What follows belongs to an exercise in optimizing a design on an open flow for small area, a short achievable clock period and few clock cycles per item; a production flow would make more cautious choices. Only simulation tests tie the RTL to the original design; equivalence was not proved.

## flow/design.v (module list and top-level ports; edited modules follow where they fit)
// module force_class: 32 lines
// module force_gather: 1547 lines
// module md_lr_top: 208 lines
module md_lr_top (
  input  logic                         clk,
  input  logic                         rst,
  output logic                         pready,
  input  logic                         pvalid,
  input  logic [md_lr_pkg::PADDRW-1:0] paddr,
  input  md_lr_pkg::particle_t         pwdata,
  input  logic                         plast,
  input  logic                         fready,
  output logic                         fvalid,
  output logic [md_lr_pkg::PADDRW-1:0] faddr,
  output logic                         flast,
  output md_lr_pkg::force_t            fdata
);
  // ...
==> flow/flow/run.sh <==
#!/bin/bash
# The standard layout (standard.sh), with one change: the buffers that the
# flow puts on every input and output port are buf_4 cells instead of the
# resizer's default pick, a slow delay buffer. Every port still gets its own
# buffer. All of standard.sh's output goes to standard.log here.
set -euo pipefail
export BUFFER_PORTS_ARGS="-buffer_cell sky130_fd_sc_hd__buf_4"
bash standard.sh > standard.log 2>&1
==> flow/standard.sh <==
#!/bin/bash
# synth_recipe.tcl (not shown) runs the flow's synth.tcl, then flattens the netlist and writes it again
# the make line also repeats each setting of config.mk as NAME=value (left out here)
make -C /OpenROAD-flow-scripts/flow DESIGN_CONFIG=/design/flow/config.mk WORK_HOME=/design/flow/orfs CLKGATE_MAP_FILE= SYNTH_SCRIPT=/design/flow/synth_recipe.tcl "${@:-finish}"
==> flow/config.mk <==
export PLATFORM = sky130hd
export DESIGN_NAME = md_lr_top
export DESIGN_NICKNAME = md_lr_top
export VERILOG_FILES = /design/flow/design.v
export SDC_FILE = /design/flow/constraint.sdc
export NUM_CORES = 4
export LEC_CHECK = 0
export ABC_AREA = 1
export CAP_MARGIN = 30
export CORE_MARGIN = 2
export CORE_UTILIZATION = 40
export CTS_CLUSTER_DIAMETER = 150
export CTS_CLUSTER_SIZE = 30
export SLEW_MARGIN = 50
==> flow/constraint.sdc <==
create_clock -name core_clock -period 10.0 [get_ports {clk}]
set_input_delay 2.0000 -clock core_clock [delete_from_list [all_inputs] [get_ports {clk}]]
set_output_delay 2.0000 -clock core_clock [all_outputs]
set_load 0.01 [all_outputs]
==> key figures, run 1 <==
Clocking
  – Worst skew pair latency: 0.70 ns
  – Max Root-Sink Buffers: 3

Timing
  – Final Setup Violations: 0
  – Fin. Hold Viols: 0
  – Worst Skew: 0.0635 ns

Cells and area
  – Multi-In Gates: 3528
  – Fin util: 43.2%
  – Layout clock buffers: 53
  – # diodes: 1
  – Area growth from synthesis to layout: 7.12%
  – Top Registers: lb x224, s1_cls x144, cb_q x128

Logic synthesis
  – Yosys reg bits: just over 900
  – Compound-Gate Fraction of Synth Area: around 8%
  – Xor/xnor share of the synthesized area: under 10%
  – Synth async-reset ratio: 0%
  – Synth top area share: 47.0%

Global route
  – Antenna violations before repair: 4

Outcome
  – Status: no timing/DRC/antenna violations

Setup path
  – CP Buf/Inv Count: 3
  – Worst path slowest cell: fa_1
  – Critical path startpoint: s1_cls[71]$_DFFE_PP_

Route
  – Met3 wire length: about 12000 µm
Testbench counts, summed over its fixed seeds: cycles 1,402, items 1,214.
==> run 2, diff against run 1 <==
==> flow/flow/run.sh (replaced) <==
#!/bin/bash
# The standard layout (standard.sh) with two changes:
#  - after the standard synthesis, flow/fa_polarity.py drops the inverters that
#    Yosys leaves between full adders, by letting some full adders compute on
#    complemented signals (a full adder is self-dual); registers and every
#    other cell are untouched, so the netlist still does what the synthesis did;
#  - the buffers the flow puts on every input and output port are buf_4 cells
#    instead of the resizer's default pick, a slow delay buffer. Every port
#    still gets its own buffer.
# Each tool's output goes to a log file of its own in this folder.
set -euo pipefail
export BUFFER_PORTS_ARGS="-buffer_cell sky130_fd_sc_hd__buf_4"
RES=orfs/results/sky130hd/md_lr_top/base
bash standard.sh synth > standard_synth.log 2>&1
cp $RES/1_2_yosys.v $RES/1_2_yosys.standard.v
python3 flow/fa_polarity.py $RES/1_2_yosys.standard.v $RES/1_2_yosys.polarity.v > fa_polarity.log 2>&1
cp $RES/1_2_yosys.polarity.v $RES/1_2_yosys.v
rm -f $RES/1_synth.odb $RES/1_synth.sdc
bash standard.sh > standard.log 2>&1
==> flow/flow/fa_polarity.py (new file) <==
#!/usr/bin/env python3
"""Remove inverters around full adders in a mapped sky130 netlist.

A full adder is self-dual: FA(~a, ~b, ~c) = (~sum, ~cout). Yosys's extract_fa
leaves many inverters between full adders. This pass picks, for every fa cell,
whether it computes on true or on complemented signals so that as few nets as
possible need an inverted copy, then rebuilds the inverters: one inv_1 per net
that some load needs complemented.

Usage: fa_polarity.py IN.v OUT.v
Only inverters whose chains start at a net that feeds or is driven by a full
adder are touched. Registers and every other cell keep their pins, except that
a load may now read a net directly instead of through an inverter pair.
"""
import re
import sys
from collections import defaultdict

CELL_RE = re.compile(r"^  (sky130_fd_sc_hd__\w+) (\\\S+ |[^\s\\]\S*) \(\n(.*?)\n  \);\n", re.S | re.M)
PIN_RE = re.compile(r'\.(\w+)\((.*?)\)(?:,)?$')
OUT_PINS = {'X', 'Y', 'Q', 'Q_N', 'SUM', 'COUT', 'HI', 'LO'}


def is_inv(t):
    return re.fullmatch(r'sky130_fd_sc_hd__(inv|clkinv)_\d+', t) is not None


def is_fa(t):
    return re.fullmatch(r'sky130_fd_sc_hd__fa_\d+', t) is not None


def main(src, dst):
    text = open(src).read()
    cells = []          # [type, name, [(pin, net)], span]
    for m in CELL_RE.finditer(text):
        pins = []
        for line in m.group(3).split('\n'):
            pm = PIN_RE.match(line.strip())
            if not pm:
                raise SystemExit(f'cannot parse pin line: {line!r}')
            pins.append((pm.group(1), pm.group(2)))
        cells.append([m.group(1), m.group(2), pins, m.span()])

    driver = {}                     # net -> cell index
    loads = defaultdict(list)       # net -> [(cell index, pin position)]
    for ci, (t, n, pins, _) in enumerate(cells):
        for k, (p, net) in enumerate(pins):
            if p in OUT_PINS:
                driver[net] = ci
            else:
                loads[net].append((ci, k))

    if len(cells) != text.count('\n  sky130_fd_sc_hd__'):
        raise SystemExit('could not parse every cell')

    outs = set()
    for m in re.finditer(r'^\s*output (?:\[(\d+):(\d+)\] )?(\S+);', text, re.M):
        if m.group(1):
            for i in range(int(m.group(2)), int(m.group(1)) + 1):
                outs.add(f'{m.group(3)}[{i}]')
        else:
            outs.add(m.group(3))

    def base_of(net):
        """Follow inverters back to the first net not driven by an inverter."""
        par = 0
        seen = 0
        while net in driver and is_inv(cells[driver[net]][0]) and seen < 64:
            ci = driver[net]
            net = dict(cells[ci][2])['A']
            par ^= 1
            seen += 1
        return net, par

    fa_idx = [ci for ci, c in enumerate(cells) if is_fa(c[0])]
    fa_set = set(fa_idx)

    # Managed base nets: driven by an FA, or feeding an FA (through inverters).
    managed = set()
    for ci in fa_idx:
        for p, net in cells[ci][2]:
            if p in ('SUM', 'COUT'):
                managed.add(net)
            else:
                managed.add(base_of(net)[0])

    # Every load of a managed base net, reached directly or through inverters.
    # Each becomes (cell, pin position, parity of the value it needs).
    inv_removed = set()
    uses = defaultdict(list)        # base -> [(ci, k, parity)]
    ok = True
    for b in managed:
        stack = [(b, 0)]
        while stack:
            net, par = stack.pop()
            if net in outs and par == 1:
                ok = False          # an output port fed by an inverter chain
            for ci, k in loads.get(net, []):
                t = cells[ci][0]
                if is_inv(t):
                    inv_removed.add(ci)
                    y = dict(cells[ci][2])['Y']
                    if y in outs:
                        ok = False
                    stack.append((y, par ^ 1))
                else:
                    uses[b].append((ci, k, par))
    if not ok:
        raise SystemExit('an output port is driven through a managed inverter; leaving netlist alone')

    flip = {ci: 0 for ci in fa_idx}
    drv_fa = {}
    for b in managed:
        if b in driver and driver[b] in fa_set:
            drv_fa[b] = driver[b]
    # FA input pins per FA: list of (base, k)
    fa_in = defaultdict(list)
    for b, us in uses.items():
        for ci, k, par in us:
            if ci in fa_set:
                fa_in[ci].append(b)
    fa_out = defaultdict(list)
    for b, ci in drv_fa.items():
        fa_out[ci].append(b)

    def need(b):
        """Does base b need a complemented copy under the current flips?"""
        xd = flip[drv_fa[b]] if b in drv_fa else 0
        for ci, k, par in uses[b]:
            xf = flip[ci] if ci in fa_set else 0
            if par ^ xd ^ xf:
                return 1
        return 0

    cur = {b: need(b) for b in managed}
    before = sum(cur.values())
    for _ in range(20):
        changed = 0
        for ci in fa_idx:
            aff = set(fa_in[ci]) | set(fa_out[ci])
            old = sum(cur[b] for b in aff)
            flip[ci] ^= 1
            new = {b: need(b) for b in aff}
            if sum(new.values()) < old:
                cur.update(new)
                changed += 1
            else:
                flip[ci] ^= 1
        if not changed:
            break
    after = sum(cur.values())

    # Rebuild: reconnect loads, drop old inverters, add one inverter per base.
    newnet = {}
    new_cells = []
    for b in sorted(managed):
        if cur[b]:
            nn = f'_polinv_{len(newnet)}_'
            newnet[b] = nn
            new_cells.append(f'  sky130_fd_sc_hd__inv_1 _polinv_c{len(new_cells)}_ (\n'
                             f'    .A({b}),\n    .Y({nn})\n  );\n')
    for b in managed:
        xd = flip[drv_fa[b]] if b in drv_fa else 0
        for ci, k, par in uses[b]:
            xf = flip[ci] if ci in fa_set else 0
            p, _ = cells[ci][2][k]
            cells[ci][2][k] = (p, newnet[b] if par ^ xd ^ xf else b)
    # A flipped FA's outputs carry the complement; the reconnection above
    # already accounts for that. Its inputs are reconnected as well.

    out = []
    pos = 0
    for ci, (t, n, pins, (s, e)) in enumerate(cells):
        out.append(text[pos:s])
        pos = e
        if ci in inv_removed:
            continue
        body = ',\n'.join(f'    .{p}({net})' for p, net in pins)
        out.append(f'  {t} {n} (\n{body}\n  );\n')
    tail = text[pos:]
    # Insert the new cells before endmodule, and their wires after the header.
    k = tail.rindex('endmodule')
    tail = tail[:k] + ''.join(new_cells) + tail[k:]
    res = ''.join(out) + tail
    decl = ''.join(f'  wire {nn};\n' for nn in newnet.values())
    i = res.index(');\n', res.index('module ')) + 3
    res = res[:i] + decl + res[i:]
    open(dst, 'w').write(res)
    print(f'fa cells {len(fa_idx)}, flipped {sum(flip.values())}; managed nets {len(managed)}; '
          f'inverters removed {len(inv_removed)}, added {len(new_cells)} '
          f'(complemented nets {before} -> {after})', file=sys.stderr)


if __name__ == '__main__':
    main(sys.argv[1], sys.argv[2])
==> key figures, run 2 <==
Global route
  – Gr ovfl total: 0
  – Vias in the first global route: 35900
  – Largest net degree at the start of global routing: 84
  – Global Route Usage Sum: roughly a quarter
  – Antenna violations before repair: 2 (-2)
  – First-pass GRT wire length: between 200000 and 300000 µm

Placement
  – # port buffers: 83
  – DP Area: 0.0578 mm²
  – Detailed Place HPWL: 151000 µm
  – GPL Wtd Cong: between 1 and 1.5

Timing
  – TNS Setup: 0 ns
  – Fin. Hold Viols: 0 (unchanged)
  – Final Setup Violations: 0 (unchanged)
  – Worst Skew: 0.0609 ns (-0.00262 ns)
  – Worst-Margin Slew: 0.797 ns
  – Min Tclk post-route: 3.93 ns
  – Fmax: around 0.25 GHz
  – RSZ-0062 raised after global routing: no
  – Final Max Tran Viols: 0
  – Final worst path period share: about two fifths
  – Relative slew slack: 46.3%

Route
  – Wirelength, routed: 182000 µm
  – DRC Markers: 0
  – Vias per cell: 5.39
  – Via count: about 38000
  – Final antenna-violating net count: 0
  – First DRT Iteration DRCs: 4368
  – Drt wl/cell: 26.0 µm
  – TritonRoute pass-1 iters: 6

Clocking
  – Post-cts sizing count: 0
  – CTS tree: built
  – Worst skew pair latency: 0.69 ns (about the same)
  – Cts bufs inserted: 40
  – CTS H-tree lvls: 2
  – Clk sinks: 930
  – Max Root-Sink Buffers: 3 (unchanged)
  – Setup bufs post-CTS: 0
  – Clock transition at path regs: 0.11 ns
  – Root Driver: clkbuf_16
  – Hold buffer count at CTS: 0

Setup path
  – Kind of start point of the critical path: flip-flop
  – Critical Path Sink Type: flip-flop
  – Crit path max-delay family: adder cells
  – Worst endpoint required time: 10.39 ns
  – Critical path type: flip-flop to flip-flop
  – Crit path cell chain: inv_1, o211ai_1, o21ai_0, fa_1, inv_1, fa_1, fa_1, inv_1, fa_1
  – Most used cell, CP: fa_1
  – Max incr delay on CP: 0.65 ns
  – WP data arrival: 4.33 ns
  – CP max FO: 6
  – CP Buf/Inv Count: 3 (unchanged)
  – Worst path slowest cell: fa_1

Cells and area
  – Largest Register: lb
  – Fin util: 43.2% (about the same)
  – Top Registers: lb x224, s1_cls x144, cb_q x128
  – # nets final: slightly below 6000
  – Number of flip-flops in the largest register: roughly 220
  – Final Cell Area: 0.0592 mm²
  – Layout cell share with drive strength beyond 1: between 4 and 5%
  – FILL cells: 12800
  – Area growth from synthesis to layout: 7.42%
  – Commonest non-fill, non-tap cell in the layout: nand2_1
  – Most frequent cells in the layout: nand2_1 (1288), edfxtp_1 (881), inv_1 (557), o21ai_0 (538), fa_1 (451)

Worst hold path
  – HP Class: flip-flop to flip-flop

Floorplanning
  – Core region area: 0.137 mm²
  – Initial core utilization: about two fifths
  – I/O Pins: 84
  – Rows: between 100 and 150
  – Die area: 0.141 mm²
  – Die height: 375 µm
  – Die span in x: between 300 and 400 µm

Logic synthesis
  – Syn_area_per_cell: ~11 µm²
  – Ys Warns: 5
  – Synth Net Count: 5833
  – Mapped Cells: 5156
  – Cell Area, Synth: 0.0551 mm²

Outcome
  – Status: no timing/DRC/antenna violations

Run
  – Number of max-cap violations: 0
## run 2: worst reg2reg max path, stage by stage, from the launching register on
cell      delay [ns]
edfxtp_1        0.46
inv_1           0.11
o211ai_1        0.58
o21ai_0         0.24
fa_1            0.65
inv_1           0.08
fa_1            0.58
fa_1            0.43
inv_1           0.12
fa_1            0.42
## run 2: per-stage QoR
step	setup slack [ns]	hold slack [ns]	instances
after floorplan	0.759	0.400	5156
after global placement	5.74	0.400	6939
after detailed placement	5.94	0.405	6947
after CTS	6.11	0.410	7010
after global routing	5.96	0.404	7015
final	6.07	0.408	7016
## run 2: path summary, 6_finish.rpt
path | startpoint | end | slack (ns) | cells past startpoint
min reg2reg | lb[14][0]$_DFFE_PP_ | cb_q[14][0]$_DFFE_PP_ | 0.41 | 0
max reg2reg | s1_cls[125]$_DFFE_PP_ | u_gather.rx[15]$_DFFE_PP_ | 6.07 | 9
min | lb[14][0]$_DFFE_PP_ | cb_q[14][0]$_DFFE_PP_ | 0.41 | 0
max | s1_cls[125]$_DFFE_PP_ | u_gather.rx[15]$_DFFE_PP_ | 6.07 | 9
## run 2: area by class of cell
cell class / instances / area, µm² / area share, %
antenna: 1 / 2.50 / 0.00423
clock buffer: 53 / 1070 / 1.81
inverter: 569 / 2150 / 3.62
timing repair buffer: 131 / 1050 / 1.77
clock inverter: 10 / 216 / 0.366
multi-input combinational: 3528 / 25000 / 42.3
sequential: 930 / 27400 / 46.3
tap: 1794 / 2240 / 3.79
## run 2: routing by layer
metal / GRT usage, % / vias up / share of wire (%)
met2: 39.4 / 1570 / 44
met5: 0 / - / 0.011
met3: 3.39 / 252 / 7.5
met1: 36.4 / 18600 / 43
li1: - / 17500 / -
met4: 12.0 / 2 / 5.4
==> run 3, diff against run 2 <==
--- a/flow/config.mk
+++ b/flow/config.mk
@@ -9,6 +9,6 @@
 export CAP_MARGIN = 30
 export CORE_MARGIN = 2
 export CORE_UTILIZATION = 40
-export CTS_CLUSTER_DIAMETER = 150
-export CTS_CLUSTER_SIZE = 30
+export CTS_CLUSTER_DIAMETER = 100
+export CTS_CLUSTER_SIZE = 20
 export SLEW_MARGIN = 50
==> key figures, run 3 <==
Logic synthesis
  – Syn_area_per_cell: 10.7 µm² (unchanged)
  – Cell Area, Synth: 0.0551 mm² (unchanged)
  – Ys Warns: 5 (unchanged)
  – Mapped Cells: 5156 (unchanged)
  – Synth Net Count: 5833 (unchanged)

Timing
  – Final worst path period share: 38.9% (-0.43 points)
  – RSZ-0062 raised after global routing: no
  – Min Tclk post-route: 3.89 ns (-0.0430 ns)
  – Final Max Tran Viols: 0 (unchanged)
  – Worst-Margin Slew: 0.803 ns (+0.00587 ns)
  – Fin. Hold Viols: 0 (unchanged)
  – TNS Setup: 0 ns (unchanged)
  – Worst Skew: 0.0574 ns (-0.00348 ns)
  – Fmax: 0.257 GHz (+1.1%)
  – Relative slew slack: 45.9% (-0.40 points)
  – Final WS setup: 6.11 ns (+0.0430 ns)
  – Final Setup Violations: 0 (unchanged)

Cells and area
  – Number of flip-flops in the largest register: 224 (unchanged)
  – Largest Register: lb
  – Most frequent cells in the layout: nand2_1 (1288), edfxtp_1 (881), inv_1 (557), o21ai_0 (537), fa_1 (451)
  – Layout cell share with drive strength beyond 1: 4.57% (+0.40 points)
  – Commonest non-fill, non-tap cell in the layout: nand2_1
  – FILL cells: 12800 (-0.047%)
  – Top Registers: lb x224, s1_cls x144, cb_q x128
  – # diodes: 0 (-1)
  – Final Cell Area: 0.0597 mm² (+0.83%)
  – Area growth from synthesis to layout: 8.31%
  – Fin util: 43.5% (+0.36 points)
  – # nets final: 5893 (+0.27%)

Outcome
  – Status: no timing/DRC/antenna violations

Worst hold path
  – Hold depth: 0 (unchanged)
  – Hold worst-path end: cb_q[3][2]$_DFFE_PP_
  – Hold Path Origin: lb[3][2]$_DFFE_PP_
  – HP Class: flip-flop to flip-flop

Route
  – Via count: 38200 (+0.88%)
  – Wirelength, routed: 183000 µm (+0.28%)
  – Vias per cell: 5.42 (+0.50%)
  – DRC Markers: 0 (unchanged)
  – Final antenna-violating net count: 0 (unchanged)
  – Drt wl/cell: 25.9 µm (-0.10%)
  – First DRT Iteration DRCs: 4333 (-0.80%)
  – TritonRoute pass-1 iters: 9 (+3)

Floorplanning
  – Die area: 0.141 mm² (unchanged)
  – Rows: 136 (unchanged)
  – Core region area: 0.137 mm² (unchanged)
  – I/O Pins: 84 (unchanged)
  – Initial core utilization: 40.2% (unchanged)
  – Die span in x: 375 µm (unchanged)
  – Die height: 375 µm (unchanged)

Global route
  – Global Route Usage Sum: 25.8% (+0.090 points)
  – Antenna violations before repair: 0 (-2)
  – Largest net degree at the start of global routing: 84 (unchanged)
  – Gr ovfl total: 0 (unchanged)
  – Vias in the first global route: 36200 (+0.82%)
  – First-pass GRT wire length: 259000 µm (+0.35%)

Clocking
  – Worst skew pair latency: 0.72 ns (+0.03 ns)
  – Max Root-Sink Buffers: 3 (unchanged)
  – CTS H-tree lvls: 2 (unchanged)
  – Clk sinks: 930 (unchanged)
  – Hold buffer count at CTS: 0 (unchanged)
  – CTS tree: built
  – Post-cts sizing count: 0 (unchanged)
  – Root Driver: clkbuf_16
  – Setup bufs post-CTS: 0 (unchanged)
  – Clock transition at path regs: 0.09 ns (-0.02 ns)
  – Cts bufs inserted: 57 (+43%)

Setup path
  – Kind of start point of the critical path: flip-flop
  – Worst endpoint required time: 10.47 ns (+0.08 ns)
  – Critical path type: flip-flop to flip-flop
  – R2r setup slk: 6.11 ns (+0.04 ns)
  – Critical path startpoint: s1_cls[142]$_DFFE_PP_
  – Critical Path Sink Type: flip-flop
  – WP data arrival: 4.35 ns (+0.02 ns)
  – FF-to-FF Start: s1_cls[142]$_DFFE_PP_
  – R2R depth: 8 (-1)
  – CP max FO: 9 (+3)
  – FF-to-FF End: u_gather.rx[22]$_DFFE_PP_

Placement
  – Detailed Place HPWL: 151000 µm (unchanged)
  – # port buffers: 83 (unchanged)
  – DP Area: 0.0578 mm² (unchanged)
  – Dpl ws: 5.94 ns (unchanged)
  – GPL Wtd Cong: 1.06 (unchanged)

Run
  – Number of max-cap violations: 0 (unchanged)
## run 3: worst max-delay path by stage
stage                                end  slack (ns)  cells after the start
2_1_floorplan          pready$_SDFF_PP1_        0.76                     14
3_3_place_gp           pready$_SDFF_PP1_        5.74                     10
3_5_place_dp           pready$_SDFF_PP1_        5.94                     14
4_1_cts        u_gather.rx[15]$_DFFE_PP_        6.17                      9
5_1_grt        u_gather.rz[27]$_DFFE_PP_        5.97                      8
6_report       u_gather.rx[22]$_DFFE_PP_        6.11                      8
## run 3: worst max-delay path: stages, from the launching register on
cell and delay [ns]:
edfxtp_1 0.52, nand2_1 0.12, nand3_1 0.26, o21ai_0 0.66
fa_1 0.54, fa_1 0.50, fa_1 0.44, inv_1 0.16
fa_1 0.45
## run 3: metal layers
layer / global-route usage (%) / routed length, µm / vias up
met5: 0 / 0 / -
met2: 39.5 / 80500 / 1706
met1: 36.6 / 77600 / 18700
met4: 12.1 / 9960 / 0
met3: 3.25 / 14600 / 289
li1: - / - / 17500
## run 3: per-stage QoR
step | hold WS (ns) | std cells
floorplan | 0.400 | 5156
global placement | 0.400 | 6939
detailed placement | 0.405 | 6947
CTS | 0.394 | 7039
global route | 0.402 | 7043
finish | 0.396 | 7043
## run 3: cell type report
| type | count | area, µm² | share of cell area, % |
|---|---|---|---|
| Tap cell | 1794 | 2240 | 3.76 |
| Sequential cell | 930 | 27400 | 46.0 |
| Clock inverter | 14 | 238 | 0.398 |
| Timing Repair Buffer | 130 | 1050 | 1.75 |
| Multi-Input combinational cell | 3528 | 25000 | 41.9 |
| Inverter | 569 | 2150 | 3.59 |
| Clock buffer | 78 | 1550 | 2.59 |
==> run 4, diff against run 3 <==
--- a/flow/flow/run.sh
+++ b/flow/flow/run.sh
@@ -1,15 +1,19 @@
 #!/bin/bash
-# The standard layout (standard.sh) with two changes:
+# The standard layout (standard.sh) with three changes:
 #  - after the standard synthesis, flow/fa_polarity.py drops the inverters that
 #    Yosys leaves between full adders, by letting some full adders compute on
 #    complemented signals (a full adder is self-dual); registers and every
 #    other cell are untouched, so the netlist still does what the synthesis did;
 #  - the buffers the flow puts on every input and output port are buf_4 cells
 #    instead of the resizer's default pick, a slow delay buffer. Every port
-#    still gets its own buffer.
+#    still gets its own buffer;
+#  - the timing repairs after clock-tree synthesis and global routing aim for
+#    6.4 ns of setup slack at the design's clock period (the constraints are
+#    unchanged), so they also work on paths that already meet 10 ns.
 # Each tool's output goes to a log file of its own in this folder.
 set -euo pipefail
 export BUFFER_PORTS_ARGS="-buffer_cell sky130_fd_sc_hd__buf_4"
+export SETUP_SLACK_MARGIN=6.4
 RES=orfs/results/sky130hd/md_lr_top/base
 bash standard.sh synth > standard_synth.log 2>&1
 cp $RES/1_2_yosys.v $RES/1_2_yosys.standard.v
--- a/flow/flow/fa_polarity.py
+++ b/flow/flow/fa_polarity.py
@@ -134,20 +134,36 @@
 
     cur = {b: need(b) for b in managed}
     before = sum(cur.values())
-    for _ in range(20):
+
+    def sweep(order, allow_equal):
         changed = 0
-        for ci in fa_idx:
+        for ci in order:
             aff = set(fa_in[ci]) | set(fa_out[ci])
             old = sum(cur[b] for b in aff)
             flip[ci] ^= 1
             new = {b: need(b) for b in aff}
-            if sum(new.values()) < old:
+            d = sum(new.values()) - old
+            if d < 0 or (allow_equal and d == 0):
                 cur.update(new)
-                changed += 1
+                changed += d < 0
             else:
                 flip[ci] ^= 1
-        if not changed:
-            break
+        return changed
+
+    # Greedy sweeps, with a fixed-seed shuffle and plateau moves to get out
+    # of local minima; the best assignment seen is kept.
+    import random
+    rng = random.Random(1)
+    best = (sum(cur.values()), dict(flip))
+    order = list(fa_idx)
+    for it in range(60):
+        rng.shuffle(order)
+        sweep(order, allow_equal=(it % 3 != 2))
+        tot = sum(cur.values())
+        if tot < best[0]:
+            best = (tot, dict(flip))
+    flip.update(best[1])
+    cur = {b: need(b) for b in managed}
     after = sum(cur.values())
 
     # Rebuild: reconnect loads, drop old inverters, add one inverter per base.
==> key figures, run 4 <==
Logic synthesis
  – Syn_area_per_cell: 10.7 µm² (about the same)
  – Cell Area, Synth: 0.0551 mm² (about the same)
  – Mapped Cells: 5154 (-0.039%)
  – Ys Warns: 5 (unchanged)
  – Synth Net Count: 5831 (-0.034%)

Timing
  – Worst Skew: 0.0583 ns (+0.000904 ns)
  – Fmax: 0.276 GHz (+7.2%)
  – Final Max Tran Viols: 0 (unchanged)
  – Relative slew slack: 49.5% (+3.6 points)
  – Final Setup Violations: 0 (unchanged)
  – Worst-Margin Slew: 0.750 ns (-0.0529 ns)
  – Final worst path period share: 36.3% (-2.6 points)
  – TNS Setup: 0 ns (unchanged)
  – RSZ-0062 raised after global routing: yes
  – Min Tclk post-route: 3.63 ns (-0.261 ns)
  – Fin. Hold Viols: 0 (unchanged)

Route
  – Vias per cell: 5.40 (-0.47%)
  – First DRT Iteration DRCs: 4209 (-2.9%)
  – DRC Markers: 0 (unchanged)
  – Via count: 38300 (+0.21%)
  – TritonRoute pass-1 iters: 6 (-3)
  – Drt wl/cell: 25.8 µm (-0.64%)
  – Final antenna-violating net count: 0 (unchanged)
  – Wirelength, routed: 183000 µm (about the same)

Placement
  – # port buffers: 83 (unchanged)
  – GPL Wtd Cong: 1.05 (-0.97%)
  – Detailed Place HPWL: 150000 µm (-0.75%)

Global route
  – Busiest grt layer: met2
  – Vias in the first global route: 35800 (-1.1%)
  – First-pass GRT wire length: 258000 µm (-0.49%)
  – Routing usage on met2: 39.6% (+0.080 points)
  – Largest net degree at the start of global routing: 79 (-6.0%)
  – Global Route Usage Sum: 25.6% (-0.22 points)
  – Met3 GRT Util: 2.81% (-0.43 points)
  – Antenna violations before repair: 2 (+2)
  – Gr ovfl total: 0 (unchanged)
  – Grt met1 use: 36.2% (-0.36 points)

Cells and area
  – Commonest non-fill, non-tap cell in the layout: nand2_1
  – Top Registers: lb x224, s1_cls x144, cb_q x128
  – Largest Register: lb
  – Area growth from synthesis to layout: 10.2%
  – Layout cell share with drive strength beyond 1: 8.53% (+4.0 points)
  – Fin util: 44.3% (+0.76 points)
  – Number of flip-flops in the largest register: 224 (unchanged)
  – Most frequent cells in the layout: nand2_1 (1272), edfxtp_1 (881), inv_1 (539), o21ai_0 (434), fa_1 (425)
  – # nets final: 5949 (+0.95%)

Setup path
  – Kind of start point of the critical path: flip-flop
  – CP max FO: 7 (-2)
  – Crit path cell chain: inv_1, o21ai_0, fa_1, inv_1, fa_2, fa_1, fa_1, inv_1
  – Max incr delay on CP: 0.64 ns (-0.02 ns)
  – Critical Path Sink Type: flip-flop
  – WP data arrival: 4.09 ns (-0.26 ns)
  – Worst path slowest cell: fa_1
  – CP Buf/Inv Count: 3 (+2)
  – Worst endpoint required time: 10.46 ns (about the same)
  – Critical path depth: 8 (unchanged)
  – Critical path type: flip-flop to flip-flop
  – Crit path max-delay family: adder cells
  – R2R depth: 8 (unchanged)

Floorplanning
  – Die height: 375 µm (about the same)
  – Initial core utilization: 40.2% (about the same)
  – Die span in x: 375 µm (about the same)
  – Rows: 136 (unchanged)
  – Core region area: 0.137 mm² (unchanged)
  – I/O Pins: 84 (unchanged)
  – Die area: 0.141 mm² (about the same)

Outcome
  – Status: no timing/DRC/antenna violations

Clocking
  – Worst skew pair latency: 0.73 ns (about the same)
  – Cts bufs inserted: 54 (-5.3%)
  – Clk sinks: 930 (unchanged)
  – Root Driver: clkbuf_16
  – Max Root-Sink Buffers: 3 (unchanged)
  – Clock transition at path regs: 0.08 ns (about the same)
  – CTS tree: built
  – CTS H-tree lvls: 2 (unchanged)

Worst hold path
  – Hold depth: 0 (unchanged)
  – HP Class: flip-flop to flip-flop

Run
  – Number of max-cap violations: 0 (unchanged)
## run 4: cell type report
type                    count  area, µm²
inverters                 567       2150
multi-input cells        3528      25800
well taps                1794       2240
clock buffers              70       1430
flip-flops and latches    930      27400
diodes                      1       2.50
repair buffers            191       1520
fillers                 12700      76400
clock inverters            10        153
## run 4: timing repair
item                                    in CTS  in global routing
endpoints found under the setup margin      61                 75
resized for setup                           48                256
setup buffers                               13                 53
pin swaps                                    7                 45
hold buffers                                 0                  0
## run 4: final timing paths
kind | startpoint | end | slack, ns
max | s1_cls[14]$_DFFE_PP_ | u_gather.rz[35]$_DFFE_PP_ | 6.37
min | lb[3][6]$_DFFE_PP_ | cb_q[3][6]$_DFFE_PP_ | 0.39
max reg2reg | s1_cls[14]$_DFFE_PP_ | u_gather.rz[35]$_DFFE_PP_ | 6.37
min reg2reg | lb[3][6]$_DFFE_PP_ | cb_q[3][6]$_DFFE_PP_ | 0.39
## run 4: layer usage
layer / vias up / wire, µm
li1: 17700 / -
met5: - / 0
met3: 276 / 13000
met1: 18800 / 78400
met4: 0 / 10100
met2: 1511 / 81200
## run 4: worst reg2reg max path: cells and delay by family, from the launching register on
family,cells,cell delay [ns]
DFF,1,0.59
adders and majority gates,4,2.12
buffers and inverters,3,0.51
AOI/OAI and AO/OA,1,0.19
## run 4: per-stage QoR
stage	setup slack (ns)	cell area (µm²)	hold WS, ns	cells
after floorplan	5.39	55200	0.400	5154
after global placement	5.78	57800	0.400	6939
after detailed placement	5.71	57900	0.405	6943
after CTS	6.32	59600	0.389	7036
after global routing	6.32	60700	0.399	7090
final	6.37	60700	0.391	7091
==> run 5, diff against run 4 <==
--- a/flow/config.mk
+++ b/flow/config.mk
@@ -6,9 +6,9 @@
 export NUM_CORES = 4
 export LEC_CHECK = 0
 export ABC_AREA = 1
-export CAP_MARGIN = 30
+export CAP_MARGIN = 20
 export CORE_MARGIN = 2
 export CORE_UTILIZATION = 40
 export CTS_CLUSTER_DIAMETER = 100
 export CTS_CLUSTER_SIZE = 20
-export SLEW_MARGIN = 50
+export SLEW_MARGIN = 20
==> key figures, run 5 <==
Outcome
  – Status: no timing/DRC/antenna violations

Worst hold path
  – Hold worst-path end: cb_q[9][6]$_DFFE_PP_
  – HP Class: flip-flop to flip-flop
  – Hold depth: 0 (unchanged)
  – Hold Path Origin: lb[9][6]$_DFFE_PP_

Clocking
  – Root Driver: clkbuf_16
  – Clock transition at path regs: 0.09 ns (about the same)
  – Clk sinks: 930 (unchanged)
  – Worst skew pair latency: 0.73 ns (about the same)
  – CTS H-tree lvls: 2 (unchanged)
  – Max Root-Sink Buffers: 3 (unchanged)
  – CTS tree: built
  – Hold buffer count at CTS: 0 (unchanged)
  – Cts bufs inserted: 55 (+1.9%)

Route
  – First DRT Iteration DRCs: 4149 (-1.4%)
  – Drt wl/cell: 25.8 µm (about the same)
  – Via count: 38300 (+0.086%)
  – Vias per cell: 5.41 (+0.21%)
  – DRC Markers: 0 (unchanged)
  – Final antenna-violating net count: 0 (unchanged)
  – Wirelength, routed: 183000 µm (about the same)
  – TritonRoute pass-1 iters: 6 (unchanged)

Cells and area
  – FILL cells: 12800 (+0.46%)
  – Final Cell Area: 0.0606 mm² (-0.33%)
  – Layout cell share with drive strength beyond 1: 8.13% (-0.40 points)
  – Most frequent cells in the layout: nand2_1 (1275), edfxtp_1 (881), inv_1 (545), o21ai_0 (433), fa_1 (418)
  – Largest Register: lb
  – Number of flip-flops in the largest register: 224 (unchanged)
  – # nets final: 5940 (-0.15%)
  – Fin util: 44.1% (-0.14 points)
  – # diodes: 0 (-1)
  – Area growth from synthesis to layout: 9.85%
  – Top Registers: lb x224, s1_cls x144, cb_q x128
  – Commonest non-fill, non-tap cell in the layout: nand2_1

Timing
  – Fmax: 0.276 GHz (about the same)
  – Min Tclk post-route: 3.63 ns (-0.00272 ns)
  – Final WS setup: 6.37 ns (+0.00272 ns)
  – Worst Skew: 0.0503 ns (-0.00799 ns)
  – RSZ-0062 raised after global routing: yes
  – Final Setup Violations: 0 (unchanged)
  – Final worst path period share: 36.3% (about the same)
  – Final Max Tran Viols: 0 (unchanged)
  – Relative slew slack: 29.6% (-20 points)
  – TNS Setup: 0 ns (unchanged)
  – Worst-Margin Slew: 1.06 ns (+0.305 ns)
  – Fin. Hold Viols: 0 (unchanged)

Setup path
  – Crit path cell chain: inv_1, o211ai_1, buf_4, o21ai_0, fa_1, fa_1, fa_1, inv_1, fa_1
  – Most used cell, CP: fa_1
  – Kind of start point of the critical path: flip-flop
  – CP Buf/Inv Count: 3 (unchanged)
  – R2r setup slk: 6.37 ns (about the same)
  – WP data arrival: 4.05 ns (-0.04 ns)
  – Worst endpoint required time: 10.43 ns (-0.03 ns)
  – Worst path slowest cell: fa_1
  – Max incr delay on CP: 0.57 ns (-0.07 ns)
  – R2R depth: 9 (+1)
  – Critical path type: flip-flop to flip-flop
  – FF-to-FF End: u_gather.rz[31]$_DFFE_PP_
  – Crit path max-delay family: adder cells
  – CP max FO: 6 (-1)
  – Critical Path Sink Type: flip-flop
  – FF-to-FF Start: s1_cls[114]$_DFFE_PP_

Logic synthesis
  – Syn_area_per_cell: 10.7 µm² (unchanged)
  – Mapped Cells: 5154 (unchanged)
  – Cell Area, Synth: 0.0551 mm² (unchanged)
  – Synth Net Count: 5831 (unchanged)
  – Ys Warns: 5 (unchanged)

Global route
  – Vias in the first global route: 35900 (+0.27%)
  – Largest net degree at the start of global routing: 79 (unchanged)
  – Gr ovfl total: 0 (unchanged)
  – Global Route Usage Sum: 25.6% (about the same)
  – First-pass GRT wire length: 257000 µm (-0.12%)
  – Antenna violations before repair: 0 (-2)

Floorplanning
  – Rows: 136 (unchanged)
  – Die span in x: 375 µm (unchanged)
  – Die height: 375 µm (unchanged)
  – Die area: 0.141 mm² (unchanged)
  – I/O Pins: 84 (unchanged)
  – Initial core utilization: 40.2% (unchanged)
  – Core region area: 0.137 mm² (unchanged)

Placement
  – DP Area: 0.0578 mm² (-0.15%)
  – # port buffers: 83 (unchanged)
  – Dpl ws: 5.72 ns (+0.0102 ns)
  – GPL Wtd Cong: 1.05 (unchanged)
  – Detailed Place HPWL: 150000 µm (about the same)

Run
  – Number of max-cap violations: 0 (unchanged)
[run 5: changes by cell type in the layout (fill, tap and decap cells not counted), sizes merged]
cell          before  now
inv              560  561
buf              185  179
dlymetal6s2s       1    0
clkbuf            75   73
bufinv             1    0
diode              1    0
clkinv            11   12
[run 5: cell type report]
| cell class | instances | area (µm²) | share of cell area (%) |
|---|---|---|---|
| flip-flops and latches | 930 | 27400 | 45.3 |
| clock inverters | 11 | 158 | 0.260 |
| clock buffers | 71 | 1440 | 2.37 |
| well taps | 1794 | 2240 | 3.71 |
| repair buffers | 181 | 1380 | 2.28 |
| inverters | 567 | 2150 | 3.55 |
| multi-input cells | 3528 | 25700 | 42.5 |
[run 5: worst max path at each step]
stage	startpoint	end	slack, ns	cells past startpoint
final	s1_cls[114]$_DFFE_PP_	u_gather.rz[31]$_DFFE_PP_	6.37	9
after global placement	fready	pready$_SDFF_PP1_	5.78	10
after detailed placement	fready	pready$_SDFF_PP1_	5.72	10
after floorplan	s2_adv$_SDFF_PP1_	pready$_SDFF_PP1_	5.39	13
after CTS	s1_cls[123]$_DFFE_PP_	u_gather.rx[35]$_DFFE_PP_	6.31	10
after global routing	s1_cls[114]$_DFFE_PP_	u_gather.rz[35]$_DFFE_PP_	6.33	11
[run 5: stage by stage]
step | hold slack (ns) | std cells
after floorplan | 0.400 | 5154
after global placement | 0.400 | 6939
after detailed placement | 0.405 | 6939
after CTS | 0.404 | 7040
after global routing | 0.413 | 7082
final | 0.410 | 7082
[run 5: worst register-to-register path: cells and delay by family (launching register included)]
| family | cells | cell delay, ns |
|---|---|---|
| AOI/OAI and AO/OA | 2 | 0.44 |
| adders and majority gates | 4 | 2.07 |
| buffers and inverters | 3 | 0.34 |
| DFF | 1 | 0.51 |
[run 5: metal layers]
layer,vias to the layer above,GRT usage (%),share of wire (%)
met1,18800,36.2,43
met5,-,0,0
met2,1537,39.0,44
met4,0,13.3,6.1
li1,17600,-,-
met3,320,2.77,7.1
[run 5: timing repair]
action,CTS,global route
pin swaps,6,39
setup buffers,19,42
endpoints found under the setup margin,73,88
endpoints found under the hold margin,0,0
gates resized for setup,71,229
gates cloned,0,0
==> run 6, diff against run 5 <==
--- a/flow/flow/run.sh
+++ b/flow/flow/run.sh
@@ -8,12 +8,12 @@
 #    instead of the resizer's default pick, a slow delay buffer. Every port
 #    still gets its own buffer;
 #  - the timing repairs after clock-tree synthesis and global routing aim for
-#    6.4 ns of setup slack at the design's clock period (the constraints are
+#    6.6 ns of setup slack at the design's clock period (the constraints are
 #    unchanged), so they also work on paths that already meet 10 ns.
 # Each tool's output goes to a log file of its own in this folder.
 set -euo pipefail
 export BUFFER_PORTS_ARGS="-buffer_cell sky130_fd_sc_hd__buf_4"
-export SETUP_SLACK_MARGIN=6.4
+export SETUP_SLACK_MARGIN=6.6
 RES=orfs/results/sky130hd/md_lr_top/base
 bash standard.sh synth > standard_synth.log 2>&1
 cp $RES/1_2_yosys.v $RES/1_2_yosys.standard.v
==> key figures, run 6 <==
Outcome
  – Status: no timing/DRC/antenna violations

Timing
  – Final Setup Violations: 0 (unchanged)
  – Final WS setup: 6.29 ns (-0.0871 ns)
  – Worst Skew: 0.0869 ns (+0.0366 ns)
  – RSZ-0062 raised after global routing: yes
  – Final worst path period share: 37.1% (+0.87 points)
  – Fin. Hold Viols: 0 (unchanged)
  – Final Max Tran Viols: 0 (unchanged)
  – Worst-Margin Slew: 1.13 ns (+0.0719 ns)
  – TNS Setup: 0 ns (unchanged)
  – Fmax: 0.269 GHz (-2.3%)
  – Min Tclk post-route: 3.71 ns (+0.0871 ns)
  – Relative slew slack: 24.8% (-4.8 points)

Setup path
  – WP data arrival: 4.13 ns (+0.08 ns)
  – Worst path slowest cell: fa_1
  – FF-to-FF Start: s1_cls[106]$_DFFE_PP_
  – Critical Path Sink Type: flip-flop
  – Kind of start point of the critical path: flip-flop
  – Crit path cell chain: buf_6, o21ai_4, o21ai_4, nand2_2, o21ai_2, fa_1, inv_2, fa_2, fa_1, fa_1, inv_1
  – Most used cell, CP: fa_1
  – CP Buf/Inv Count: 3 (unchanged)
  – Max incr delay on CP: 0.64 ns (+0.07 ns)
  – Critical path startpoint: s1_cls[106]$_DFFE_PP_
  – CP max FO: 5 (-1)
  – Worst endpoint required time: 10.41 ns (-0.02 ns)
  – Critical path type: flip-flop to flip-flop
  – Crit path max-delay family: adder cells

Cells and area
  – Layout cell share with drive strength beyond 1: 16.5% (+8.4 points)
  – Area growth from synthesis to layout: 14.7%
  – Largest Register: lb
  – Fin util: 46.1% (+2.0 points)
  – # nets final: 6053 (+1.9%)
  – Post-route insts no fill: 7202 (+1.7%)
  – Most frequent cells in the layout: nand2_1 (1195), edfxtp_1 (881), inv_1 (506), fa_1 (319), o21ai_0 (316)
  – Top Registers: lb x224, s1_cls x144, cb_q x128
  – Commonest non-fill, non-tap cell in the layout: nand2_1
  – # diodes: 0 (unchanged)
  – Number of flip-flops in the largest register: 224 (unchanged)

Clocking
  – Root Driver: clkbuf_16
  – Clk sinks: 930 (unchanged)
  – Cts bufs inserted: 56 (+1.8%)
  – Max Root-Sink Buffers: 3 (unchanged)
  – CTS H-tree lvls: 2 (unchanged)
  – CTS tree: built
  – Worst skew pair latency: 0.74 ns (about the same)
  – Clock transition at path regs: 0.08 ns (about the same)

Placement
  – Placed Cells: 6941 (+0.029%)
  – GPL Wtd Cong: 1.02 (-2.9%)
  – Detailed Place HPWL: 151000 µm (+0.83%)
  – Dpl ws: 5.52 ns (-0.206 ns)
  – # port buffers: 83 (unchanged)

Logic synthesis
  – Cell Area, Synth: 0.0551 mm² (unchanged)
  – Mapped Cells: 5154 (unchanged)
  – Synth Net Count: 5831 (unchanged)
  – Syn_area_per_cell: 10.7 µm² (unchanged)
  – Ys Warns: 5 (unchanged)

Worst hold path
  – Hold Path Origin: lb[3][6]$_DFFE_PP_
  – HP Class: flip-flop to flip-flop

Route
  – Vias per cell: 5.41 (+0.11%)
  – TritonRoute pass-1 iters: 9 (+3)
  – First DRT Iteration DRCs: 4188 (+0.94%)
  – DRC Markers: 0 (unchanged)
  – Via count: 39000 (+1.8%)
  – Wirelength, routed: 187000 µm (+2.4%)
  – Final antenna-violating net count: 0 (unchanged)
  – Drt wl/cell: 25.9 µm (+0.65%)

Global route
  – Vias in the first global route: 36900 (+2.8%)
  – Largest net degree at the start of global routing: 80 (+1.3%)
  – Global Route Usage Sum: 26.2% (+0.57 points)
  – Antenna violations before repair: 6 (+6)
  – Gr ovfl total: 0 (unchanged)
  – First-pass GRT wire length: 263000 µm (+2.1%)

Run
  – Number of max-cap violations: 0 (unchanged)

Floorplanning
  – Initial core utilization: 40.2% (unchanged)
  – Die area: 0.141 mm² (unchanged)
  – Core region area: 0.137 mm² (unchanged)
  – Die height: 375 µm (unchanged)
  – Die span in x: 375 µm (unchanged)
  – Rows: 136 (unchanged)
  – I/O Pins: 84 (unchanged)
run 6: final timing paths:
check / to / slack (ns) / cells after the start
min: cb_q[3][6]$_DFFE_PP_ / 0.39 / 0
max: u_gather.rz[35]$_DFFE_PP_ / 6.29 / 11
min reg2reg: cb_q[3][6]$_DFFE_PP_ / 0.39 / 0
max reg2reg: u_gather.rz[35]$_DFFE_PP_ / 6.29 / 11
run 6: cell type report:
class                   count  area (µm²)
fillers                 12600       73900
inverters                 567        2150
multi-input cells        3528       27200
repair buffers            293        2480
clock buffers              76        1480
clock inverters            14         236
well taps                1794        2240
flip-flops and latches    930       27400
run 6: what timing repair did:
action / CTS / global route
buffers inserted: 93 / 78
setup endpoints to repair: 113 / 106
hold buffers: 0 / 0
gates resized for setup: 495 / 387
pin swaps: 68 / 126
run 6: per-stage QoR:
stage / hold slack (ns) / cell area, µm²
3_3_place_gp: 0.401 / 57800
5_1_grt: 0.410 / 63200
2_1_floorplan: 0.400 / 55200
3_5_place_dp: 0.405 / 57800
4_1_cts: 0.390 / 61500
6_report: 0.388 / 63200
run 6: per-layer routing:
metal  global-route usage [%]  part of all wire [%]  routed length [µm]
met1                     36.4                    42               79000
met2                     41.3                    45               84300
met3                     2.91                   6.8               12800
met4                     12.1                   5.8               10800
met5                        0                0.0091                  17
run 6: worst reg2reg max path: cells and delay by family (launching register included):
kind	cells	cell delay [ns]
AND/OR/NAND/NOR	1	0.07
adder cells (fa/ha/maj)	4	2.29
flip-flops	1	0.44
buffers and inverters	3	0.29
AO/OA/AOI/OAI	3	0.36
==> run 7, diff against run 6 <==
--- a/flow/flow/run.sh
+++ b/flow/flow/run.sh
@@ -8,12 +8,12 @@
 #    instead of the resizer's default pick, a slow delay buffer. Every port
 #    still gets its own buffer;
 #  - the timing repairs after clock-tree synthesis and global routing aim for
-#    6.6 ns of setup slack at the design's clock period (the constraints are
+#    7.0 ns of setup slack at the design's clock period (the constraints are
 #    unchanged), so they also work on paths that already meet 10 ns.
 # Each tool's output goes to a log file of its own in this folder.
 set -euo pipefail
 export BUFFER_PORTS_ARGS="-buffer_cell sky130_fd_sc_hd__buf_4"
-export SETUP_SLACK_MARGIN=6.6
+export SETUP_SLACK_MARGIN=7.0
 RES=orfs/results/sky130hd/md_lr_top/base
 bash standard.sh synth > standard_synth.log 2>&1
 cp $RES/1_2_yosys.v $RES/1_2_yosys.standard.v
--- a/flow/config.mk
+++ b/flow/config.mk
@@ -6,9 +6,9 @@
 export NUM_CORES = 4
 export LEC_CHECK = 0
 export ABC_AREA = 1
-export CAP_MARGIN = 20
+export CAP_MARGIN = 30
 export CORE_MARGIN = 2
 export CORE_UTILIZATION = 40
 export CTS_CLUSTER_DIAMETER = 100
 export CTS_CLUSTER_SIZE = 20
-export SLEW_MARGIN = 20
+export SLEW_MARGIN = 50
==> key figures, run 7 <==
Setup path
  – CP max FO: 4 (-1)
  – WP data arrival: 4.07 ns (-0.06 ns)
  – R2R depth: 10 (-1)
  – FF-to-FF End: u_gather.rx[31]$_DFFE_PP_
  – R2r setup slk: 6.41 ns (+0.13 ns)
  – FF-to-FF Start: s1_cls[114]$_DFFE_PP_
  – Critical path type: flip-flop to flip-flop
  – Critical Path Sink Type: flip-flop
  – Kind of start point of the critical path: flip-flop
  – Worst endpoint required time: 10.49 ns (+0.08 ns)

Clocking
  – Clock transition at path regs: 0.10 ns (+0.02 ns)
  – Max Root-Sink Buffers: 3 (unchanged)
  – Worst skew pair latency: 0.73 ns (about the same)
  – CTS tree: built
  – Root Driver: clkbuf_16
  – Clk sinks: 930 (unchanged)
  – CTS H-tree lvls: 2 (unchanged)
  – Cts bufs inserted: 57 (+1.8%)

Logic synthesis
  – Synth Net Count: 5831 (unchanged)
  – Mapped Cells: 5154 (unchanged)
  – Syn_area_per_cell: 10.7 µm² (unchanged)
  – Cell Area, Synth: 0.0551 mm² (unchanged)
  – Ys Warns: 5 (unchanged)

Global route
  – Vias in the first global route: 38100 (+3.1%)
  – First-pass GRT wire length: 273000 µm (+4.1%)
  – Global Route Usage Sum: 27.4% (+1.2 points)
  – Antenna violations before repair: 3 (-3)
  – Largest net degree at the start of global routing: 81 (+1.3%)
  – Gr ovfl total: 0 (unchanged)

Cells and area
  – Area growth from synthesis to layout: 18.7%
  – Layout cell share with drive strength beyond 1: 22.8% (+6.3 points)
  – Commonest non-fill, non-tap cell in the layout: nand2_1
  – Number of flip-flops in the largest register: 224 (unchanged)
  – FILL cells: 12400 (-1.5%)
  – Post-route insts no fill: 7236 (+0.47%)
  – Top Registers: lb x224, s1_cls x144, cb_q x128
  – Largest Register: lb
  – # diodes: 0 (unchanged)
  – Most frequent cells in the layout: nand2_1 (1150), edfxtp_1 (881), inv_1 (481), o21ai_0 (249), nor2_1 (243)
  – Area of the multi-input gates: 0.0287 mm² (+5.5%)
  – # nets final: 6088 (+0.58%)
  – Register area: 0.0275 mm² (about the same)

Placement
  – # port buffers: 83 (unchanged)
  – GPL Wtd Cong: 1.03 (+0.71%)
  – Placed Cells: 6928 (-0.19%)
  – Detailed Place HPWL: 157000 µm (+3.9%)

Route
  – Wirelength, routed: 194000 µm (+4.0%)
  – Final antenna-violating net count: 0 (unchanged)
  – Via count: 39200 (+0.61%)
  – Vias per cell: 5.42 (+0.14%)
  – Drt wl/cell: 26.9 µm (+3.5%)
  – TritonRoute pass-1 iters: 5 (-4)
  – First DRT Iteration DRCs: 4297 (+2.6%)
  – DRC Markers: 0 (unchanged)

Timing
  – RSZ-0062 raised after global routing: yes
  – Worst-Margin Slew: 0.819 ns (-0.308 ns)
  – Final Setup Violations: 0 (unchanged)
  – Min Tclk post-route: 3.59 ns (-0.126 ns)
  – Fin. Hold Viols: 0 (unchanged)
  – Fmax: 0.279 GHz (+3.5%)
  – TNS Setup: 0 ns (unchanged)
  – Worst Skew: 0.0376 ns (-0.0493 ns)
  – Relative slew slack: 45.4% (+21 points)
  – Final Max Tran Viols: 0 (unchanged)
  – Final worst path period share: 35.9% (-1.3 points)

Outcome
  – Status: no timing/DRC/antenna violations

Worst hold path
  – Hold depth: 0 (unchanged)
  – Hold worst-path end: cb_q[2][2]$_DFFE_PP_
  – Hold Path Origin: lb[2][2]$_DFFE_PP_
  – HP Class: flip-flop to flip-flop

Floorplanning
  – Initial core utilization: 40.2% (unchanged)
  – Die height: 375 µm (unchanged)
  – Rows: 136 (unchanged)
  – I/O Pins: 84 (unchanged)
  – Core region area: 0.137 mm² (unchanged)
  – Die span in x: 375 µm (unchanged)
  – Die area: 0.141 mm² (unchanged)

Run
  – Number of max-cap violations: 0 (unchanged)
-- run 7: cell count changes in the layout (fill, tap and decap cells not counted), moves of 19 or more --
| cell | previous run | this run |
|---|---|---|
| nand2_1 | 1195 | 1150 |
| nand2_2 | 76 | 99 |
| o21ai_1 | 136 | 167 |
| ha_1 | 195 | 152 |
| o21ai_2 | 89 | 116 |
| fa_2 | 132 | 238 |
| buf_4 | 239 | 193 |
| buf_6 | 43 | 108 |
| fa_1 | 319 | 213 |
| nand2_4 | 18 | 37 |
| ha_4 | 3 | 36 |
| o21ai_0 | 316 | 249 |
| nor2_1 | 268 | 243 |
| inv_1 | 506 | 481 |
-- run 7: critical path, stage by stage, from the launching register on --
cell	delay, ns
edfxtp_1	0.48
inv_2	0.07
o211ai_1	0.35
buf_4	0.23
nand2_2	0.06
o21ai_2	0.09
fa_2	0.50
fa_2	0.58
fa_1	0.44
fa_2	0.53
inv_1	0.04
-- run 7: cell type report --
| cell class | instances | share of cell area (%) |
|---|---|---|
| Inverter | 567 | 3.32 |
| Tap cell | 1794 | 3.43 |
| Clock buffer | 78 | 2.33 |
| Timing Repair Buffer | 327 | 4.79 |
| Sequential cell | 930 | 42.0 |
| Clock inverter | 12 | 0.294 |
| Multi-Input combinational cell | 3528 | 43.9 |
-- run 7: per-layer routing --
layer	vias up	routed length, µm	GRT usage (%)
met5	-	0	0
met4	0	11000	13.0
met3	277	12300	3.03
met2	1447	87500	42.6
met1	19500	83700	38.4
li1	18000	-	-
-- run 7: stage by stage --
step	cell area (µm²)	hold slack (ns)	setup slack (ns)	util (%)
2_1_floorplan	56200	0.400	5.39	-
3_3_place_gp	58500	0.401	5.90	42.7
3_5_place_dp	58600	0.405	5.91	42.7
4_1_cts	64000	0.409	6.45	46.6
5_1_grt	65400	0.415	6.36	47.7
6_report	65400	0.403	6.41	47.7
-- run 7: worst max-delay path by stage --
stage,end,startpoint,cells after the start,slack (ns)
6_report,u_gather.rx[31]$_DFFE_PP_,s1_cls[114]$_DFFE_PP_,10,6.41
5_1_grt,u_gather.rx[31]$_DFFE_PP_,s1_cls[115]$_DFFE_PP_,10,6.36
4_1_cts,u_gather.rx[15]$_DFFE_PP_,s1_cls[132]$_DFFE_PP_,11,6.45
3_5_place_dp,pready$_SDFF_PP1_,fready,10,5.91
3_3_place_gp,pready$_SDFF_PP1_,fready,10,5.90
2_1_floorplan,pready$_SDFF_PP1_,s2_adv$_SDFF_PP1_,13,5.39
-- run 7: timing repair --
action / in CTS / in global routing
setup endpoints to repair: 315 / 241
hold buffers: 0 / 0
setup buffers: 182 / 34
pin swaps: 164 / 154
gates resized for setup: 736 / 313
==> run 8, diff against run 7 <==
--- a/flow/flow/run.sh
+++ b/flow/flow/run.sh
@@ -8,12 +8,12 @@
 #    instead of the resizer's default pick, a slow delay buffer. Every port
 #    still gets its own buffer;
 #  - the timing repairs after clock-tree synthesis and global routing aim for
-#    7.0 ns of setup slack at the design's clock period (the constraints are
+#    6.2 ns of setup slack at the design's clock period (the constraints are
 #    unchanged), so they also work on paths that already meet 10 ns.
 # Each tool's output goes to a log file of its own in this folder.
 set -euo pipefail
 export BUFFER_PORTS_ARGS="-buffer_cell sky130_fd_sc_hd__buf_4"
-export SETUP_SLACK_MARGIN=7.0
+export SETUP_SLACK_MARGIN=6.2
 RES=orfs/results/sky130hd/md_lr_top/base
 bash standard.sh synth > standard_synth.log 2>&1
 cp $RES/1_2_yosys.v $RES/1_2_yosys.standard.v
--- a/flow/config.mk
+++ b/flow/config.mk
@@ -6,9 +6,9 @@
 export NUM_CORES = 4
 export LEC_CHECK = 0
 export ABC_AREA = 1
-export CAP_MARGIN = 30
+export CAP_MARGIN = 20
 export CORE_MARGIN = 2
 export CORE_UTILIZATION = 40
 export CTS_CLUSTER_DIAMETER = 100
 export CTS_CLUSTER_SIZE = 20
-export SLEW_MARGIN = 50
+export SLEW_MARGIN = 20
==> key figures, run 8 <==
Logic synthesis
  – Ys Warns: 5 (unchanged)
  – Mapped Cells: 5154 (unchanged)
  – Cell Area, Synth: 0.0551 mm² (unchanged)
  – Syn_area_per_cell: 10.7 µm² (unchanged)
  – Synth Net Count: 5831 (unchanged)

Setup path
  – FF-to-FF End: u_gather.ry[15]$_DFFE_PP_
  – Critical path type: flip-flop to flip-flop
  – Crit path cell chain: nand2_1, nand3_1, o21ai_0, fa_1, inv_1, fa_1, fa_1, fa_1
  – Worst endpoint required time: 10.43 ns (-0.06 ns)
  – CP endpoint: u_gather.ry[15]$_DFFE_PP_
  – R2r setup slk: 6.17 ns (-0.24 ns)
  – Worst path slowest cell: o21ai_0
  – Max incr delay on CP: 0.68 ns (+0.10 ns)
  – Kind of start point of the critical path: flip-flop
  – Critical Path Sink Type: flip-flop
  – CP max FO: 9 (+5)
  – Critical path startpoint: s1_cls[51]$_DFFE_PP_
  – R2R depth: 8 (-2)
  – Most used cell, CP: fa_1
  – WP data arrival: 4.26 ns (+0.19 ns)
  – FF-to-FF Start: s1_cls[51]$_DFFE_PP_

Placement
  – # port buffers: 83 (unchanged)
  – GPL Wtd Cong: 1.05 (+1.8%)
  – Placed Cells: 6941 (+0.19%)
  – Detailed Place HPWL: 152000 µm (-2.8%)

Worst hold path
  – HP Class: flip-flop to flip-flop
  – Hold Path Origin: lb[3][4]$_DFFE_PP_

Timing
  – Final worst path period share: 38.3% (+2.4 points)
  – Worst-Margin Slew: 1.08 ns (+0.260 ns)
  – Fmax: 0.261 GHz (-6.3%)
  – Final Setup Violations: 0 (unchanged)
  – Relative slew slack: 28.1% (-17 points)
  – Final Hold Slack: 0.399 ns (-0.00407 ns)
  – Worst Skew: 0.0560 ns (+0.0184 ns)
  – RSZ-0062 raised after global routing: yes
  – Fin. Hold Viols: 0 (unchanged)
  – Min Tclk post-route: 3.83 ns (+0.241 ns)
  – TNS Setup: 0 ns (unchanged)
  – Final Max Tran Viols: 0 (unchanged)

Floorplanning
  – Die area: 0.141 mm² (unchanged)
  – I/O Pins: 84 (unchanged)
  – Die span in x: 375 µm (unchanged)
  – Rows: 136 (unchanged)
  – Initial core utilization: 40.2% (unchanged)
  – Core region area: 0.137 mm² (unchanged)
  – Die height: 375 µm (unchanged)

Clocking
  – Clk sinks: 930 (unchanged)
  – Clock transition at path regs: 0.08 ns (-0.02 ns)
  – Root Driver: clkbuf_16
  – Cts bufs inserted: 55 (-3.5%)
  – CTS tree: built
  – Max Root-Sink Buffers: 3 (unchanged)
  – Hold buffer count at CTS: 0 (unchanged)
  – Worst skew pair latency: 0.73 ns (about the same)
  – CTS H-tree lvls: 2 (unchanged)

Global route
  – Met3 GRT Util: 2.81% (-0.22 points)
  – Routing usage on met2: 40.9% (-1.7 points)
  – Vias in the first global route: 35900 (-5.7%)
  – Global Route Usage Sum: 26.1% (-1.2 points)
  – Busiest grt layer: met2
  – First-pass GRT wire length: 261000 µm (-4.5%)
  – Antenna violations before repair: 4 (+1)
  – Gr ovfl total: 0 (unchanged)
  – Largest net degree at the start of global routing: 81 (unchanged)
  – Grt met1 use: 36.7% (-1.6 points)

Cells and area
  – Top Registers: lb x224, s1_cls x144, cb_q x128
  – Commonest non-fill, non-tap cell in the layout: nand2_1
  – Number of flip-flops in the largest register: 224 (unchanged)
  – Area growth from synthesis to layout: 8.25%
  – Post-route insts no fill: 7050 (-2.6%)
  – Largest Register: lb
  – # nets final: 5903 (-3.0%)
  – # diodes: 0 (unchanged)
  – FILL cells: 12800 (+3.9%)
  – Most frequent cells in the layout: nand2_1 (1286), edfxtp_1 (881), inv_1 (554), o21ai_0 (515), fa_1 (449)
  – Layout cell share with drive strength beyond 1: 5.06% (-18 points)

Route
  – TritonRoute pass-1 iters: 6 (+1)
  – Wirelength, routed: 185000 µm (-5.0%)
  – Via count: 37800 (-3.6%)
  – First DRT Iteration DRCs: 4009 (-6.7%)
  – DRC Markers: 0 (unchanged)
  – Final antenna-violating net count: 0 (unchanged)
  – Vias per cell: 5.36 (-1.1%)
  – Drt wl/cell: 26.2 µm (-2.5%)

Outcome
  – Status: no timing/DRC/antenna violations

Run
  – Number of max-cap violations: 0 (unchanged)
[run 8: area by class of cell]
cell class | instances | area, µm² | share of cell area (%)
sequential | 930 | 27400 | 46.0
inverter | 567 | 2140 | 3.58
timing repair inverter | 2 | 12.5 | 0.0210
tap | 1794 | 2240 | 3.76
clock buffer | 76 | 1460 | 2.44
clock inverter | 11 | 156 | 0.262
multi-input combinational | 3528 | 25200 | 42.2
timing repair buffer | 142 | 1070 | 1.79
[run 8: per-stage QoR]
stage                     utilization, %  area [µm²]  setup WS [ns]
after floorplan                        -       55200           5.39
after global placement              42.1       57800           4.53
after detailed placement            42.1       57800           4.59
after CTS                           43.4       59500           6.20
after global routing                43.5       59700           6.15
final                               43.5       59700           6.17
[run 8: worst min path at each step]
stage	to	slack (ns)	depth (start not counted)
finish	cb_q[3][4]$_DFFE_PP_	0.40	0
global placement	cb_q[10][6]$_DFFE_PP_	0.40	0
global route	cb_q[3][4]$_DFFE_PP_	0.40	0
floorplan	cb_q[0][0]$_DFFE_PP_	0.40	0
CTS	cb_q[3][4]$_DFFE_PP_	0.38	0
detailed placement	cb_q[0][1]$_DFFE_PP_	0.40	0
[run 8: metal layers]
| layer | wire length, µm | vias to the layer above |
|---|---|---|
| li1 | - | 17500 |
| met1 | 79400 | 18600 |
| met2 | 83200 | 1469 |
| met3 | 12200 | 242 |
| met4 | 9890 | 0 |
| met5 | 0 | - |
[run 8: critical path: cells and delay by family, from the launching register on]
kind | cells | cell delay [ns]
flops | 1 | 0.53
fa+ha+maj | 4 | 1.81
simple gates | 2 | 0.39
compound gates | 1 | 0.68
buf+inv | 1 | 0.11
[run 8: repair_timing]
item / CTS / global route
hold endpoints to repair: 0 / 0
cloned: 2 / 0
gates resized for setup: 17 / 52
pin swaps: 3 / 6
buffers inserted: 5 / 15
setup endpoints to repair: 83 / 50

[re-timing with driven ports]
Ports are ideal in the flow. The routed layouts listed here were re-timed in OpenROAD. Step 1, drivers: a clkbuf_16 drives clk and a buf_2 each remaining input, both assumed. Step 2 moves the port delays by t, midway between the first and last clock arrival at a register: inputs arrive t later, outputs are due t later. That takes back most of the time a late clock gives input paths. Slacks: ideal ports / drivers / drivers and shift; pairs: ideal ports / drivers.
run | t (ns) | setup WS [ns] | worst register clock-pin slew, ns | worst data-port slew with drivers (ns)
run 1 | 0.745 | 6.118 / 6.118 / 5.871 | 0.12 / 0.12 | 0.04
run 2 | 0.732 | 6.068 / 6.068 / 5.981 | 0.12 / 0.12 | 0.04
run 3 | 0.766 | 6.111 / 6.111 / 5.956 | 0.09 / 0.09 | 0.04
run 4 | 0.782 | 6.372 / 6.372 / 5.956 | 0.09 / 0.09 | 0.04
run 5 | 0.782 | 6.375 / 6.375 / 5.918 | 0.10 / 0.10 | 0.05
run 6 | 0.766 | 6.287 / 6.287 / 6.061 | 0.10 / 0.10 | 0.04
run 7 | 0.786 | 6.413 / 6.413 / 6.244 | 0.10 / 0.10 | 0.05
run 8 | 0.774 | 6.172 / 6.172 / 5.759 | 0.10 / 0.10 | 0.03
After both steps every run listed still meets setup and hold. The setup slack of run 5, which loses most, moves by 0.000 ns with the drivers and by -0.457 ns with both steps.
